What follows belongs to an exercise in optimizing a design on an open flow for small area; a production flow would make more cautious choices.
In this exercise RTL edits were held to simulation tests only and were not proved equivalent to the original.
No driver is modelled on the clock port, so clocking that relies on it looks cheaper here than on a real chip.
Power is estimated from default activity; no workload was simulated.

Design bicubic_scaler, start of the top module:
module bicubic_scaler (
    input  logic        CLK,
    input  logic        RST,
    input  logic        start,
    input  logic [6:0]  v0,
    input  logic [6:0]  h0,
    input  logic [4:0]  sw,
    input  logic [5:0]  sh,
    input  logic [5:0]  tw,
    input  logic [7:0]  src_data,
    output logic        src_rd,
    output logic [13:0] src_addr,
    output logic        dst_we,
    output logic [11:0] dst_addr,
    output logic [7:0]  dst_data,
    output logic        done
);
For scale: roughly 700 cells after synthesis.
clock: 15.0 ns
lec_check: 0
cap_margin: 10
core_margin: 2
core_utilization: 60
gpl_timing_driven: 0
slew_margin: 10
standard.sh (not shown) runs the stock make flow with config.mk's settings and CLKGATE_MAP_FILE= SYNTH_SCRIPT=/design/flow/synth_recipe.tcl, a recipe that flattens the netlist after the stock synthesis.
==> flow/flow/run.sh <==
#!/bin/bash
# Layout flow: the standard flow, with these changes to the cells it picks:
#  - after the standard synthesis (bash standard.sh synth, unchanged), the
#    combinational cells of its netlist (half adders and the full adders
#    outside the kernel's multipliers included) are re-mapped for area by
#    Yosys/ABC (flow/remap.py). Flip-flops and tie cells are left as they
#    are, so the registers keep their names, cells and connections. The
#    new netlist is proven equivalent to the standard one by Yosys; if that
#    fails, the standard netlist is used unchanged;
#  - the input and output ports are buffered with buf_1 instead of the buffer
#    buffer_ports picks by default (clkdlybuf4s50_1, 2.7x the area);
#  - clock tree synthesis runs with ORFS's usual arguments, clock buffers from
#    clkbuf_4 instead of clkbuf_16, and -dont_use_dummy_load; afterwards
#    (flow/post_cts.tcl) each clock buffer whose flip-flop loads see more than
#    105 ps of slew is upsized to clkbuf_8.
# Each tool's output goes to a log in the work folder (standard_synth.log,
# remap/*.log, standard.log); ORFS also keeps each step's log under orfs/logs.
set -euo pipefail
export BUFFER_PORTS_ARGS="-buffer_cell sky130_fd_sc_hd__buf_1"
export CTS_ARGS="-sink_clustering_enable -repair_clock_nets -dont_use_dummy_load -buf_list sky130_fd_sc_hd__clkbuf_4"
export POST_CTS_TCL="$PWD/flow/post_cts.tcl"
bash standard.sh synth > standard_synth.log 2>&1
R="orfs/results/${FLOW_PLATFORM}/bicubic_scaler/base"
mkdir -p remap
cp "$R/1_2_yosys.v" remap/std.v
if python3 flow/remap.py remap/std.v remap/remapped.v "$FLOW_TOP" remap > remap/remap_py.log 2>&1; then
  cp remap/remapped.v "$R/1_2_yosys.v"
  echo "re-mapped netlist used" > remap/result.txt
else
  echo "re-mapping failed or not proven: standard netlist used" > remap/result.txt
fi
# the netlist is now newer than 1_synth.odb, so make rebuilds it from there on
touch "$R/1_2_yosys.v"
bash standard.sh > standard.log 2>&1
==> flow/flow/remap.py <==
#!/usr/bin/env python3
# Re-maps the combinational cells of the standard synthesis netlist for area
# with Yosys/ABC, and proves the result equivalent to the standard netlist.
#   remap.py STD.v OUT.v TOP WORKDIR
# Flip-flops and tie cells are kept untouched (blackboxes), so every register
# keeps its cell type, instance, name and connections. Full adders are kept
# too, or (second pass) only those fed by the kernel's accumulators p1..p3
# (and dr, which lives in p1); the other full adders are then re-mapped with
# the rest of the logic. The smallest result is used.
# Exit status 0 only if OUT.v was written and proven equivalent.
import os, re, subprocess, sys

std, out, top, work = sys.argv[1:5]
here = os.path.dirname(os.path.abspath(__file__))
lib = os.path.join(os.environ.get('FLOW_HOME', '/OpenROAD-flow-scripts/flow'),
                   'platforms/sky130hd/lib/sky130_fd_sc_hd__tt_025C_1v80.lib')
yosys = os.environ.get('YOSYS_EXE') or 'yosys'
if not os.path.exists(yosys):
    yosys = 'yosys'
dont_use = open(os.path.join(here, 'dontuse.txt')).read().split()

net = open(std).read()
types = sorted(set(re.findall(r'^\s*(sky130_fd_sc_hd__\w+)\s', net, re.M)))
keep = [t for t in types if re.match(r'sky130_fd_sc_hd__(s?e?df|dl|fa_|fah|conb)', t)]

# the same netlist with the full adders that are not fed by p1..p3 / dr made
# into a plain module of their function, which flatten dissolves
SOFT = 'my_soft_fa'


def soften(m):
    pins = dict((k, v.strip()) for k, v in re.findall(r'\.(\w+)\(([^()]*)\)', m.group(2)))
    if any(re.match(r'\\?(p[123]|dr) ?\[', pins.get(k, '')) for k in ('A', 'B', 'CIN')):
        return m.group(0)
    return SOFT + ' ' + m.group(1) + ' (' + m.group(2) + ');'


soft_v = os.path.join(work, 'std_soft.v')
open(soft_v, 'w').write(
    re.sub(r'sky130_fd_sc_hd__fa_1\s+(\S+)\s*\((.*?)\);', soften, net, flags=re.S) + f'''
module {SOFT} (input A, input B, input CIN, output COUT, output SUM);
  assign SUM = A ^ B ^ CIN;
  assign COUT = (A & B) | (A & CIN) | (B & CIN);
endmodule
''')


def run(name, script):
    path = os.path.join(work, name + '.ys')
    open(path, 'w').write(script)
    with open(os.path.join(work, name + '.log'), 'w') as log:
        return subprocess.call([yosys, '-s', path], stdout=log, stderr=subprocess.STDOUT)


readlib = f'read_liberty -overwrite -ignore_miss_func -ignore_miss_dir {lib}\n'
# ABC scripts tried, in order; the smallest result is kept (the first on a tie)
SCRIPTS = [
    '+strash;dc2;dch,-f;amap;topo',
    '+strash;dch,-f;amap;topo',
    '+strash;dc2;dc2;dch,-f;amap;topo',
    '+strash;ifraig;dc2;dch,-f;amap;topo',
    '+strash;dc2;dch,-f;amap;topo;strash;dch,-f;amap;topo',
    '+strash;dc2;dch,-f;map,-a;topo',
    '+strash;dc2;dch,-f;amap,-F,100;topo',
    '+strash;ifraig;dc2;dch,-f;amap;topo;strash;ifraig;dc2;dch,-f;amap;topo',
]
best = None
for i, (src, scr) in enumerate([(v, c) for v in (std, soft_v) for c in SCRIPTS]):
    cand = os.path.join(work, f'cand{i}.v')
    remap = readlib + f'''read_verilog {src}
hierarchy -top {top}
blackbox {' '.join(keep)}
flatten
simplemap
opt_clean
abc -liberty {lib} {' '.join('-dont_use ' + c for c in dont_use)} -script "{scr}"
opt_clean
hilomap -singleton -hicell sky130_fd_sc_hd__conb_1 HI -locell sky130_fd_sc_hd__conb_1 LO
splitnets
opt_clean -purge
hierarchy -top {top} -purge_lib
rename -enumerate -pattern _re%_
select -assert-none t:$* t:$_*_
tee -o {cand}.stat stat -liberty {lib}
write_verilog -noattr -nohex -nodec {cand}
'''
    if run(f'remap{i}', remap) != 0:
        continue
    m = re.search(r'Chip area for module .*?: ([0-9.]+)', open(cand + '.stat').read())
    if m and (best is None or float(m.group(1)) < best[0]):
        best = (float(m.group(1)), cand, os.path.basename(src) + ' ' + scr)
if best is None:
    sys.exit(1)
with open(os.path.join(work, 'chosen.txt'), 'w') as f:
    f.write(f'{best[0]} {best[2]}\n')
open(out, 'w').write(open(best[1]).read())

# equivalence of the two netlists, each cell read as its liberty function
for name, src in (('gold', std), ('gate', out)):
    if run('flat_' + name, readlib + f'''read_verilog {src}
hierarchy -top {top}
flatten
opt_clean
rename {top} {name}
write_rtlil {os.path.join(work, name + '.il')}
''') != 0:
        sys.exit(1)
sys.exit(run('equiv', f'''read_rtlil {os.path.join(work, 'gold.il')}
read_rtlil {os.path.join(work, 'gate.il')}
equiv_make gold gate eq
hierarchy -top eq
equiv_simple -seq 2
equiv_induct
equiv_status -assert
'''))
Other scripts of this flow, unchanged in this note and not shown: flow/flow/dontuse.txt, flow/flow/post_cts.tcl
The baseline went through all stages and came out clean.
Change:
--- a/flow/flow/remap.py
+++ b/flow/flow/remap.py
@@ -72,5 +72,4 @@
 blackbox {' '.join(keep)}
 flatten
-simplemap
 opt_clean
 abc -liberty {lib} {' '.join('-dont_use ' + c for c in dont_use)} -script "{scr}"
@@ -81,5 +80,4 @@
 hierarchy -top {top} -purge_lib
 rename -enumerate -pattern _re%_
-select -assert-none t:$* t:$_*_
 tee -o {cand}.stat stat -liberty {lib}
 write_verilog -noattr -nohex -nodec {cand}
--- a/flow/config.mk
+++ b/flow/config.mk
@@ -6,7 +6,7 @@
 export NUM_CORES = 4
 export LEC_CHECK = 0
-export CAP_MARGIN = 10
+export CAP_MARGIN = 20
 export CORE_MARGIN = 2
 export CORE_UTILIZATION = 60
 export GPL_TIMING_DRIVEN = 0
-export SLEW_MARGIN = 10
+export SLEW_MARGIN = 20
- The new run aborted during netlist read-in after synthesis, error STA-0171

========
Another version of the RTL of bicubic_scaler (not shown whole).
Size: roughly 79 I/O pins, ~7800 sq um of cells after synthesis.
clock: 15.0 ns
lec_check: 0
cap_margin: 20
core_margin: 2
core_utilization: 85
slew_margin: 20
==> flow/flow/run.sh <==
#!/bin/bash
# Layout flow: the standard flow, with these changes to the cells it picks:
#  - after the standard synthesis (bash standard.sh synth, unchanged), the
#    combinational cells of its netlist (half adders included) are re-mapped for area by Yosys/ABC
#    (flow/remap.py). Flip-flops, full adders and tie cells are left as
#    they are, so the registers keep their names, cells and connections. The
#    new netlist is proven equivalent to the standard one by Yosys; if that
#    fails, the standard netlist is used unchanged;
#  - the input and output ports are buffered with buf_1 instead of the buffer
#    buffer_ports picks by default (clkdlybuf4s50_1, 2.7x the area);
#  - clock tree synthesis runs with ORFS's usual arguments, clock buffers from
#    clkbuf_8 instead of clkbuf_16, and -dont_use_dummy_load.
# Each tool's output goes to a log in the work folder (standard_synth.log,
# remap/*.log, standard.log); ORFS also keeps each step's log under orfs/logs.
set -euo pipefail
export BUFFER_PORTS_ARGS="-buffer_cell sky130_fd_sc_hd__buf_1"
export CTS_ARGS="-sink_clustering_enable -repair_clock_nets -dont_use_dummy_load -buf_list sky130_fd_sc_hd__clkbuf_4"
bash standard.sh synth > standard_synth.log 2>&1
R="orfs/results/${FLOW_PLATFORM}/bicubic_scaler/base"
mkdir -p remap
cp "$R/1_2_yosys.v" remap/std.v
if python3 flow/remap.py remap/std.v remap/remapped.v "$FLOW_TOP" remap > remap/remap_py.log 2>&1; then
  cp remap/remapped.v "$R/1_2_yosys.v"
  echo "re-mapped netlist used" > remap/result.txt
else
  echo "re-mapping failed or not proven: standard netlist used" > remap/result.txt
fi
# the netlist is now newer than 1_synth.odb, so make rebuilds it from there on
touch "$R/1_2_yosys.v"
bash standard.sh > standard.log 2>&1
==> flow/flow/remap.py <==
#!/usr/bin/env python3
# Re-maps the combinational cells of the standard synthesis netlist for area
# with Yosys/ABC, and proves the result equivalent to the standard netlist.
#   remap.py STD.v OUT.v TOP WORKDIR
# Flip-flops, full adders and tie cells are kept untouched (blackboxes),
# so every register keeps its cell type, instance, name and connections.
# Exit status 0 only if OUT.v was written and proven equivalent.
import os, re, subprocess, sys

std, out, top, work = sys.argv[1:5]
here = os.path.dirname(os.path.abspath(__file__))
lib = os.path.join(os.environ.get('FLOW_HOME', '/OpenROAD-flow-scripts/flow'),
                   'platforms/sky130hd/lib/sky130_fd_sc_hd__tt_025C_1v80.lib')
yosys = os.environ.get('YOSYS_EXE') or 'yosys'
if not os.path.exists(yosys):
    yosys = 'yosys'
dont_use = open(os.path.join(here, 'dontuse.txt')).read().split()

net = open(std).read()
types = sorted(set(re.findall(r'^\s*(sky130_fd_sc_hd__\w+)\s', net, re.M)))
keep = [t for t in types if re.match(r'sky130_fd_sc_hd__(s?e?df|dl|fa_|fah|conb)', t)]


def run(name, script):
    path = os.path.join(work, name + '.ys')
    open(path, 'w').write(script)
    with open(os.path.join(work, name + '.log'), 'w') as log:
        return subprocess.call([yosys, '-s', path], stdout=log, stderr=subprocess.STDOUT)


readlib = f'read_liberty -overwrite -ignore_miss_func -ignore_miss_dir {lib}\n'
# ABC scripts tried, in order; the smallest result is kept (the first on a tie)
SCRIPTS = [
    '+strash;dc2;dch,-f;amap;topo',
    '+strash;dch,-f;amap;topo',
    '+strash;dc2;dc2;dch,-f;amap;topo',
    '+strash;ifraig;dc2;dch,-f;amap;topo',
    '+strash;dc2;dch,-f;amap;topo;strash;dch,-f;amap;topo',
    '+strash;dc2;dch,-f;map,-a;topo',
]
best = None
for i, scr in enumerate(SCRIPTS):
    cand = os.path.join(work, f'cand{i}.v')
    remap = readlib + f'''read_verilog {std}
hierarchy -top {top}
blackbox {' '.join(keep)}
flatten
opt_clean
abc -liberty {lib} {' '.join('-dont_use ' + c for c in dont_use)} -script "{scr}"
opt_clean
hilomap -singleton -hicell sky130_fd_sc_hd__conb_1 HI -locell sky130_fd_sc_hd__conb_1 LO
splitnets
opt_clean -purge
hierarchy -top {top} -purge_lib
rename -enumerate -pattern _re%_
tee -o {cand}.stat stat -liberty {lib}
write_verilog -noattr -nohex -nodec {cand}
'''
    if run(f'remap{i}', remap) != 0:
        continue
    m = re.search(r'Chip area for module .*?: ([0-9.]+)', open(cand + '.stat').read())
    if m and (best is None or float(m.group(1)) < best[0]):
        best = (float(m.group(1)), cand, scr)
if best is None:
    sys.exit(1)
with open(os.path.join(work, 'chosen.txt'), 'w') as f:
    f.write(f'{best[0]} {best[2]}\n')
open(out, 'w').write(open(best[1]).read())

# equivalence of the two netlists, each cell read as its liberty function
for name, src in (('gold', std), ('gate', out)):
    if run('flat_' + name, readlib + f'''read_verilog {src}
hierarchy -top {top}
flatten
opt_clean
rename {top} {name}
write_rtlil {os.path.join(work, name + '.il')}
''') != 0:
        sys.exit(1)
sys.exit(run('equiv', f'''read_rtlil {os.path.join(work, 'gold.il')}
read_rtlil {os.path.join(work, 'gate.il')}
equiv_make gold gate eq
hierarchy -top eq
equiv_simple -seq 2
equiv_induct
equiv_status -assert
'''))
Other scripts of this flow, unchanged in this note and not shown: flow/flow/dontuse.txt
The first run died in global routing (5_1_grt) (GRT-0116).
Change:
--- a/flow/flow/run.sh
+++ b/flow/flow/run.sh
@@ -15,5 +15,5 @@
 set -euo pipefail
 export BUFFER_PORTS_ARGS="-buffer_cell sky130_fd_sc_hd__buf_1"
-export CTS_ARGS="-sink_clustering_enable -repair_clock_nets -dont_use_dummy_load -buf_list sky130_fd_sc_hd__clkbuf_4"
+export CTS_ARGS="-sink_clustering_enable -repair_clock_nets -dont_use_dummy_load -buf_list sky130_fd_sc_hd__clkbuf_8"
 bash standard.sh synth > standard_synth.log 2>&1
 R="orfs/results/${FLOW_PLATFORM}/bicubic_scaler/base"
CORE_UTILIZATION = 40   (was 85)
After rerunning:
- The new run completed with no timing, DRC or antenna violations
- synthesized area stays the same
- synthesized cell count is unchanged
Change:
--- a/flow/flow/run.sh
+++ b/flow/flow/run.sh
@@ -10,10 +10,13 @@
 #    buffer_ports picks by default (clkdlybuf4s50_1, 2.7x the area);
 #  - clock tree synthesis runs with ORFS's usual arguments, clock buffers from
-#    clkbuf_8 instead of clkbuf_16, and -dont_use_dummy_load.
+#    clkbuf_4 instead of clkbuf_16, and -dont_use_dummy_load; afterwards
+#    (flow/post_cts.tcl) each clock buffer whose flip-flop loads see more than
+#    110 ps of slew is upsized to clkbuf_8.
 # Each tool's output goes to a log in the work folder (standard_synth.log,
 # remap/*.log, standard.log); ORFS also keeps each step's log under orfs/logs.
 set -euo pipefail
 export BUFFER_PORTS_ARGS="-buffer_cell sky130_fd_sc_hd__buf_1"
-export CTS_ARGS="-sink_clustering_enable -repair_clock_nets -dont_use_dummy_load -buf_list sky130_fd_sc_hd__clkbuf_8"
+export CTS_ARGS="-sink_clustering_enable -repair_clock_nets -dont_use_dummy_load -buf_list sky130_fd_sc_hd__clkbuf_4"
+export POST_CTS_TCL="$PWD/flow/post_cts.tcl"
 bash standard.sh synth > standard_synth.log 2>&1
 R="orfs/results/${FLOW_PLATFORM}/bicubic_scaler/base"
==> flow/flow/post_cts.tcl (new file) <==
proc my_fix_clock_slew {small big thr} {
  estimate_parasitics -placement
  set changed 0
  foreach inst [get_cells *] {
    if {[get_property $inst ref_name] != $small} { continue }
    set worst 0
    foreach out [get_pins -of_objects $inst -filter "direction == output"] {
      foreach p [get_pins -of_objects [get_nets -of_objects $out] -filter "direction == input"] {
        foreach s [list [get_property $p slew_max_rise] [get_property $p slew_max_fall]] {
          if {$s > $worst} { set worst $s }
        }
      }
    }
    if {$worst > $thr} {
      replace_cell $inst $big
      incr changed
    }
  }
  puts "my_fix_clock_slew: upsized $changed $small to $big"
  if {$changed > 0} {
    detailed_placement
    check_placement -verbose
    estimate_parasitics -placement
  }
}
my_fix_clock_slew sky130_fd_sc_hd__clkbuf_4 sky130_fd_sc_hd__clkbuf_8 0.110
--- a/flow/flow/remap.py
+++ b/flow/flow/remap.py
@@ -38,4 +38,6 @@
     '+strash;dc2;dch,-f;amap;topo;strash;dch,-f;amap;topo',
     '+strash;dc2;dch,-f;map,-a;topo',
+    '+strash;dc2;dch,-f;amap,-F,100;topo',
+    '+strash;ifraig;dc2;dch,-f;amap;topo;strash;ifraig;dc2;dch,-f;amap;topo',
 ]
 best = None
Outcome:
- The changed run ran to the end with no violations
- design area went down slightly
- flip-flop and latch count stays the same
- total power decreases by a few percent
- fmax drops slightly
- sequential share of layout area rises by 0.31 points
- die area hardly moves
- worst setup slack got worse by 230 ps
- via count shrinks slightly
- first-iteration DRC count increases by a quarter to a third

## separate check: timing with driven ports
How much do the figures lean on ideal ports? The routed layouts below were timed once more, with nothing changed but the port constraints. Step 1 sets driving cells, clkbuf_16 on the clock port and buf_2 on the other inputs (assumed; they add their load-dependent delay and slew). Step 2 also shifts input and output timing later by t, the mid clock arrival at the registers, as if the neighbouring blocks saw the same clock. Slacks: ideal ports / drivers / drivers and shift; pairs: ideal ports / drivers.
run | t (ns) | setup slack, ns | hold slack, ns | pins driven straight from the clock port
the first run of note 1 | 0.460 | 4.512 / 4.525 / 4.065 | 0.311 / 0.311 / 0.311 | 1
the second run of note 2 | 0.468 | 3.849 / 3.864 / 3.396 | 0.313 / 0.313 / 0.313 | 1
the third run of note 2 | 0.471 | 3.622 / 3.637 / 3.166 | 0.312 / 0.312 / 0.312 | 1
After both steps setup and hold are still met in every run listed. The setup slack of the third run of note 2, which loses most, moves by +0.015 ns with the drivers and by -0.456 ns with both steps.
